What follows belongs to an exercise in optimizing a design on an open flow for small area; a production flow would make more cautious choices. The RTL was checked by simulation tests, not by an equivalence proof against the original design. Power and IR drop assume default switching activity.

==> flow/design.v, too long to show whole: its modules and the start of the top module <==
// module des_input_stage: 18 lines
// module des_feistel: 36 lines
// module des_sbox0: 736 lines
// module des_sbox1: 746 lines
// module des_sbox2: 700 lines
// module des_sbox3: 500 lines
// module des_sbox4: 790 lines
// module des_sbox5: 674 lines
// module des_sbox6: 790 lines
// module des_sbox7: 660 lines
// module des_round: 32 lines
// module des_output_stage: 17 lines
// module des_top: 79 lines
module des_top (
    input  wire logic                 clk,
    input  wire logic                 rst_n,
    input  wire logic                 in_valid,
    input  wire des_pkg::des_block_t  key,
    input  wire des_pkg::des_block_t  value,
    output logic                      out_valid,
    output des_pkg::des_block_t       msg
);
  // ...
==> flow/flow/run.sh <==
#!/bin/bash
# Standard ORFS layout; only these differ:
# - synthesis maps with an area-oriented ABC script (flow/my.abc) and skips
#   half-adder extraction; registers are untouched;
# - port buffers are the smallest buffer (repair_design upsizes them if needed);
# - clock tree: clkbuf_8 only, larger sink clusters.
set -euo pipefail
W=$(pwd)
bash standard.sh SYNTH_SCRIPT=$W/flow/my_synth.tcl ADDER_MAP_FILE= \
  "BUFFER_PORTS_ARGS=-buffer_cell sky130_fd_sc_hd__buf_1" \
  "CTS_ARGS=-sink_clustering_enable -repair_clock_nets -buf_list {sky130_fd_sc_hd__clkbuf_4 sky130_fd_sc_hd__clkbuf_8} -sink_clustering_size 10 -sink_clustering_max_diameter 50" \
  finish > $W/orfs_flow.log 2>&1
==> flow/flow/my.abc <==
strash
dch -f
map -a
strash
dch -f
amap
strash
dch -f
map -a
strash
dch -f
amap
topo
==> flow/flow/my_synth.tcl <==
# synth_recipe.tcl with one change: the technology mapping step runs the
# ABC script in flow/my.abc instead of ORFS's abc_area.script
proc synth {args} { yosys synth -nofsm -noshare {*}$args }
proc abc {args} {
  set i [lsearch -exact $args -script]
  if { $i >= 0 } {
    set args [lreplace $args $i [expr {$i + 1}] -script [file dirname $::env(SYNTH_SCRIPT)]/my.abc]
  }
  yosys abc {*}$args
}
source $::env(SCRIPTS_DIR)/synth.tcl
# left out here: clear keep_hierarchy, flatten, clean up, hide names made inside functions, write 1_2_yosys.v
==> flow/standard.sh <==
#!/bin/bash
# synth_recipe.tcl (not shown) runs the flow's synth.tcl, then flattens the netlist and writes it again
# the make line also repeats each setting of config.mk as NAME=value (left out here)
make -C /OpenROAD-flow-scripts/flow DESIGN_CONFIG=/design/flow/config.mk WORK_HOME=/design/flow/orfs CLKGATE_MAP_FILE= SYNTH_SCRIPT=/design/flow/synth_recipe.tcl "${@:-finish}"
==> flow/config.mk <==
export PLATFORM = sky130hd
export DESIGN_NAME = des_top
export DESIGN_NICKNAME = des_top
export VERILOG_FILES = /design/flow/design.v
export SDC_FILE = /design/flow/constraint.sdc
export NUM_CORES = 4
export LEC_CHECK = 0
export ABC_AREA = 1
export CAP_MARGIN = 10
export CORE_MARGIN = 2
export CORE_UTILIZATION = 65
export CTS_BUF_LIST = sky130_fd_sc_hd__clkbuf_4 sky130_fd_sc_hd__clkbuf_8
export GPL_TIMING_DRIVEN = 0
export SETUP_SLACK_MARGIN = 0.18
export SLEW_MARGIN = 10
==> flow/constraint.sdc <==
create_clock -name core_clock -period 4.0 [get_ports {clk}]
set_input_delay 0.8000 -clock core_clock [delete_from_list [all_inputs] [get_ports {clk}]]
set_output_delay 0.8000 -clock core_clock [all_outputs]
set_load 0.01 [all_outputs]
==> impl_metrics.csv, run 1 <==
group,metric,value,unit
clock_tree,clk_pin_slew,0.08,ns
synthesis,synth-xor-area-share,0.00192,
place,place_inst,14000,
finish,layout_common_cells,"nor2_1, dfxtp_1, a21oi_1",
critical_path,critPathTopFamily,"compound AO/OA/AOI/OAI gates",
status,status,"complete, no violations",
critical_path,critPathLaunch,"g_node[5].g_reg.lr_q[4]$_DFF_P_",
power,p_comb,54.3,mW
flow_run,maxCapViolCount,0,
timing,drv_slew,0,
floorplan,initial_core_util,0.653,
finish,drive_gt1_frac,0.0275,
synthesis,ys_types,54,
finish,design_area,94900,um2
finish,signal_buffers,293,
power,switching_power,49.5,mW
detailed_routing,wl_met1,97100,um
timing,timing.slew.headroom,0.125,
timing,timing.final.ws_setup,0.227,ns
floorplan,taps,1768,
clock_tree,cts.htree.levels,4,
clock_tree,insertion_delay,1.02,ns
timing,final-hold-violation-count,0,
critical_path,worstPathMaxFanout,7,
grt,grt_max_degree,17,
detailed_routing,dr.pass1.iters,14,
synthesis,yosys_warnings,20,
synthesis,muxShareOfSynthArea,0,
critical_path,critPathBufInv,1,
synthesis,yosys.area.top_type,"dfxtp_1",
synthesis,synth_simple_gate_area_frac,0.211,
grt,grtUsageTotal,0.412,
critical_path,r2r_end,"g_node[6].g_reg.lr_q[25]$_DFF_P_",
clock_tree,cts-resized-gates,5,
power,powerSeq,30.8,mW
detailed_routing,drt_iter0_drc,10900,
detailed_routing,drtAntennaViolNets,0,
synthesis,synth-edff-count,0,
==> run 2: changes to the inputs <==
--- a/flow/flow/run.sh
+++ b/flow/flow/run.sh
@@ -8,5 +8,5 @@
 W=$(pwd)
 bash standard.sh SYNTH_SCRIPT=$W/flow/my_synth.tcl ADDER_MAP_FILE= \
   "BUFFER_PORTS_ARGS=-buffer_cell sky130_fd_sc_hd__buf_1" \
-  "CTS_ARGS=-sink_clustering_enable -repair_clock_nets -buf_list {sky130_fd_sc_hd__clkbuf_4 sky130_fd_sc_hd__clkbuf_8} -sink_clustering_size 10 -sink_clustering_max_diameter 50" \
+  "CTS_ARGS=-sink_clustering_enable -repair_clock_nets -buf_list sky130_fd_sc_hd__clkbuf_8 -sink_clustering_size 14 -sink_clustering_max_diameter 70 -dont_use_dummy_load" \
   finish > $W/orfs_flow.log 2>&1
--- a/flow/config.mk
+++ b/flow/config.mk
@@ -8,8 +8,8 @@
 export ABC_AREA = 1
 export CAP_MARGIN = 10
 export CORE_MARGIN = 2
-export CORE_UTILIZATION = 65
-export CTS_BUF_LIST = sky130_fd_sc_hd__clkbuf_4 sky130_fd_sc_hd__clkbuf_8
+export CORE_UTILIZATION = 72
+export CTS_BUF_LIST = sky130_fd_sc_hd__clkbuf_8
 export GPL_TIMING_DRIVEN = 0
-export SETUP_SLACK_MARGIN = 0.18
+export SETUP_SLACK_MARGIN = 0.15
 export SLEW_MARGIN = 10
==> impl_metrics.csv, run 2 <==
group,metric,value,unit
grt,grtUsageTotal,0.456,
timing,rsz0062_at_grt,"true",
power,p_sw_frac,0.521,
synthesis,async_flop_share,0.00855,
clock_tree,cts_buffers,153,
critical_path,cp_slowest_cell,"o32ai_1",
grt,overflow,0,
power,clockPowerShare,0.098,
synthesis,yosys.area.top_type,"dfxtp_1",
floorplan,fp.dieArea,123000,um2
timing,fin_tns_setup,0,ns
place,post-dp-hpwl,224000,um
clock_tree,root_buffer,"clkbuf_8",
detailed_routing,vias,91900,
critical_path,path_common_cell,"o21ai_0",
critical_path,critPathTopFamily,"compound AO/OA/AOI/OAI gates",
critical_path,cp-start-kind,"register",
grt,grt_max_degree,17,
detailed_routing,vias_per_cell,6.54,
detailed_routing,routed_wl,290000,um
detailed_routing,drc,0,
critical_path,worstPathMaxFanout,9,
finish,final_common_cell,"nor2_1",
power,pwr-share-comb,0.576,
power,total_leakage_power,34.3,nW
detailed_routing,drt_iter0_drc,13300,
floorplan,fp.coreArea,120000,um2
synthesis,synth-edff-count,0,
timing,skew,0.0444,ns
finish,fin_cells,14000,
power,cellPowerDensity,1030,nW/um2
finish,reg_top3,"g_node.g_reg.lr_q (1024), g_node.g_reg.cd_q (832), g_node.g_reg.v_q (16)",
finish,syn_to_final_growth,6.21,%
critical_path,max_stage_delay,0.97,ns
timing,setup_viol,0,
floorplan,core.rowCount,127,
place,place_inst,13900,
synthesis,yosys_most_used_dff,"dfxtp_1",
grt,grt_pass1_vias,82000,
synthesis,postSynthNetCount,12200,
synthesis,synth_top_area_frac,0.428,
place,dpl_cell_area,89600,um2
critical_path,critical_path_class,"register to register",
timing,timing.final.ws_setup,0.125,ns
power,pwr-share-seq,0.326,
clock_tree,clock_sinks,1872,
floorplan,die_width,351,um
clock_tree,cts_max_path_buffers,3,
critical_path,worstPathRequired,4.72,ns
synthesis,ys_seq_area_frac,0.432,
clock_tree,cts.htree.levels,4,
detailed_routing,dr.pass1.iters,12,
timing,worstMarginPinSlew,1.42,ns
detailed_routing,drtAntennaViolNets,0,
place,pre_cts_ws,-0.0157,ns
finish,nFillCells,8789,
timing,drv_slew,0,
synthesis,post-synth-top-count-cell,"nor2_1",
finish,drive_gt1_frac,0.0173,
synthesis,syn_area_per_cell,7.20,um2
synthesis,syn_area,86800,um2
status,status,"complete, no violations",
timing,final-hold-violation-count,0,
floorplan,die_h,351,um
critical_path,arrival,4.60,ns
synthesis,yosys_warnings,20,
clock_tree,clk_pin_slew,0.09,ns
timing,fmax,258,MHz
clock_tree,insertion_delay,0.91,ns
critical_path,critPathBufInv,2,
finish,largest_register_ffs,1024,
timing,finalHoldWorstSlack,0.0379,ns
timing,layout_min_cycle_time,3.88,ns
power,peakVddDrop,0.511,mV
critical_path,end_kind,"register",
finish,regMostFlops,"g_node.g_reg.lr_q",
grt,antenna_found_initial,6,
finish,final_util,0.770,
synthesis,synth_seq_cells,1872,
critical_path,crit_chain,"clkinv_1 -> a21oi_1 -> nor2_1 -> nor2_1 -> o21ai_0 -> o21ai_0 -> clkinv_1 -> o32ai_1 -> o21ai_0",
floorplan,initial_core_util,0.725,
power,intPower,45.4,mW
place,port_buffers,187,
floorplan,ios,196,
finish,layout_common_cells,"nor2_1, dfxtp_1, a21oi_1",
place,place_congestion,1.15,
finish,final_nets,12600,
power,finalPower,94.7,mW
synthesis,synth.top_cells.by_count,"nor2_1, dfxtp_1, a21oi_1",
finish,design_area,92200,um2
flow_run,maxCapViolCount,0,
synthesis,synthTopCellsByArea,"dfxtp_1, nor2_1, a21oi_1",
synthesis,syn_inst,12100,
detailed_routing,post_drt_wl_per_cell,20.6,um
timing,timing.final.crit_share,0.969,
clock_tree,cts_tree,"yes",
synthesis,ys_types,54,
clock_tree,cts_setup_buffers,0,
power,switching_power,49.3,mW
timing,timing.slew.headroom,0.0505,
critical_path,reg2reg_slack,0.12,ns
grt,grt_pass1_wl,443000,um
min_path,min_path_type,"input pin to register",
## run 2: layer usage
metal  global-route usage  vias up  share of wire
li1                     -    43500              -
met1                0.458    39700           0.32
met2                0.739     6625           0.44
met3                0.105     2034          0.093
met4                0.521        4           0.14
met5              0.00471        -        0.00028
## run 2: worst reg2reg max path, cell delays in order, from the launching register on
cell	delay (ns)
dfxtp_1	0.70
clkinv_1	0.29
a21oi_1	0.58
nor2_1	0.15
nor2_1	0.19
o21ai_0	0.16
o21ai_0	0.27
clkinv_1	0.10
o32ai_1	0.97
o21ai_0	0.28
## run 2: layout make-up
| class | count | area, um2 | area share |
|---|---|---|---|
| Clock buffer | 153 | 2110 | 0.0228 |
| Tap cell | 1612 | 2020 | 0.0219 |
| Timing Repair Buffer | 214 | 963 | 0.0104 |
| Antenna cell | 5 | 12.5 | 0.000136 |
| Sequential cell | 1872 | 37600 | 0.407 |
| Multi-Input combinational cell | 8908 | 44800 | 0.485 |
| Inverter | 1283 | 4820 | 0.0522 |
## run 2: cell families after synthesis
logic type | share of synthesized area
buf+inv | 0.0555
simple gates | 0.211
flops | 0.432
compound gates | 0.299
xor+xnor | 0.00192
## run 2: power groups by stage
stage	registers, mW	logic (mW)	clock network [mW]
after floorplan	27.5	38.6	0
after global placement	30.4	49.1	0
after detailed placement	30.7	50.9	0
after CTS	30.2	51.3	9.17
after global routing	31.0	59.8	9.88
final	30.9	54.6	9.26
## run 2: worst paths after layout
| check | from | to | cells after the start |
|---|---|---|---|
| max in group asynchronous | rst_n | g_node[2].g_reg.v_q$_DFF_PN0_ | 2 |
| max | g_node[1].g_reg.lr_q[4]$_DFF_P_ | g_node[2].g_reg.lr_q[25]$_DFF_P_ | 9 |
| min in group asynchronous | rst_n | g_node[16].g_reg.v_q$_DFF_PN0_ | 2 |
| max reg2reg | g_node[1].g_reg.lr_q[4]$_DFF_P_ | g_node[2].g_reg.lr_q[25]$_DFF_P_ | 9 |
| min | value[37] | g_node[1].g_reg.lr_q[51]$_DFF_P_ | 1 |
| min reg2reg | g_node[14].g_reg.cd_q[45]$_DFF_P_ | g_node[15].g_reg.cd_q[47]$_DFF_P_ | 0 |
## run 2: timing repair
item / CTS / global route
hold endpoints to repair: 29 / 9
endpoints found under the setup margin: 3 / 51
hold buffers: 14 / 9
resized for setup: 3 / 58
==> run 3: changes to the inputs <==
--- a/flow/config.mk
+++ b/flow/config.mk
@@ -8,7 +8,7 @@
 export ABC_AREA = 1
 export CAP_MARGIN = 10
 export CORE_MARGIN = 2
-export CORE_UTILIZATION = 72
+export CORE_UTILIZATION = 78
 export CTS_BUF_LIST = sky130_fd_sc_hd__clkbuf_8
 export GPL_TIMING_DRIVEN = 0
 export SETUP_SLACK_MARGIN = 0.15
==> impl_metrics.csv, run 3 <==
group,metric,value,unit
status,status,"stopped before the end",
status,haltStage,"5_1_grt",
status,error,"[ERROR GRT-0116] Global routing finished with congestion. Check the congestion regions in the DRC Viewer.",
synthesis,yosys_most_used_dff,"dfxtp_1",
synthesis,synth-edff-count,0,
synthesis,postSynthNetCount,12200,
floorplan,initial_core_util,0.786,
floorplan,die_width,338,um
clock_tree,cts_buffers,151,
place,port_buffers,187,
synthesis,synthTopCellsByArea,"dfxtp_1, nor2_1, a21oi_1",
synthesis,synth_seq_cells,1872,
clock_tree,cts_setup_buffers,0,
synthesis,ys_types,54,
synthesis,muxShareOfSynthArea,0,
synthesis,syn_area_per_cell,7.20,um2
floorplan,ios,196,
synthesis,syn_area,86800,um2
synthesis,synth_simple_gate_area_frac,0.211,
synthesis,synth_top_area_frac,0.428,
synthesis,syn_inst,12100,
floorplan,die_h,338,um
synthesis,yosys.area.top_type,"dfxtp_1",
synthesis,synth_top_family_by_area,"compound AO/OA/AOI/OAI gates",
clock_tree,cts_max_path_buffers,3,
synthesis,async_flop_share,0.00855,
synthesis,synth-xor-area-share,0.00192,
place,place_inst,13700,
synthesis,post-synth-top-count-cell,"nor2_1",
synthesis,ys_seq_area_frac,0.432,
synthesis,synth_fa_ha_area_frac,0,
synthesis,synth_compound_area_frac,0.299,
clock_tree,root_buffer,"clkbuf_8",
clock_tree,cts.htree.levels,4,
place,post-dp-hpwl,220000,um
grt,grt_max_degree,17,
floorplan,core.rowCount,122,
place,place_congestion,1.21,
synthesis,synth.top_cells.by_count,"nor2_1, dfxtp_1, a21oi_1",
synthesis,yosys_warnings,20,
clock_tree,clock_sinks,1872,
## run 3: cell counts after synthesis
Identical to the previous run, type by type.
## run 3: per-stage QoR
step | instance area, um2 | util | setup slack, ns | TNS, ns | hold WS, ns
after detailed placement | 89400 | 0.809 | -0.166 | -0.166 | 0.312
after global placement | 89400 | 0.809 | -0.0257 | -0.0257 | 0.311
after floorplan | 86800 | - | 0.857 | 0 | 0.310
after CTS | 91700 | 0.830 | 0.170 | 0 | 0.000377
## run 3: power by group through the flow
stage	clock network [mW]	registers, mW	logic, mW
after floorplan	0	27.5	38.6
after global placement	0	30.3	48.5
after detailed placement	0	30.5	51.1
after CTS	9.13	30.1	51.6
## run 3: kinds of logic after synthesis
| kind of cell | after synthesis |
|---|---|
| XOR/XNOR | 19 |
| AND/OR/NAND/NOR | 4549 |
| buffers and inverters | 1283 |
| AO/OA/AOI/OAI | 4340 |
| flip-flops | 1872 |
## run 3: worst min path at each step
| stage | endpoint | cells past startpoint |
|---|---|---|
| 4_1_cts | g_node[1].g_reg.cd_q[31]$_DFF_P_ | 1 |
| 2_1_floorplan | g_node[10].g_reg.cd_q[13]$_DFF_P_ | 0 |
| 3_5_place_dp | g_node[6].g_reg.cd_q[34]$_DFF_P_ | 0 |
| 3_3_place_gp | g_node[3].g_reg.cd_q[13]$_DFF_P_ | 0 |
## run 3: timing repair
action                     4_1_cts
pin swaps                        0
gates cloned                     0
setup endpoints to repair        4
resized for setup                4
hold endpoints to repair        35
hold buffers                    20

separate check: timing with driven ports:
In the flow no input, the clock included, has a driving cell. The finished layouts below were timed again as built, in two steps. Step 1: set_driving_cell puts a clkbuf_16 on clk and a buf_2 on each other input, an assumption about the parent block. Step 2, shift: input delay + t, output delay - t, t = (earliest + latest rising clock arrival at the registers) / 2. This alone moves slack from input paths to output paths. Slacks: ideal / step 1 / step 2; pairs: ideal / step 1.
run | t (ns) | setup WS [ns] | hold WS [ns] | latest minus earliest clock arrival (ns)
run 1 | 1.079 | 0.227 / 0.227 / -0.559 | 0.035 / -0.029 / 0.310 | 0.061 / 0.062
run 2 | 0.974 | 0.125 / 0.125 / -0.475 | 0.038 / -0.024 / 0.314 | 0.047 / 0.047
Met with ideal ports but missed after step 2: setup timing in run 1 and run 2. The setup slack of run 1, which loses most, moves by 0.000 ns with the drivers and by -0.786 ns with both steps.
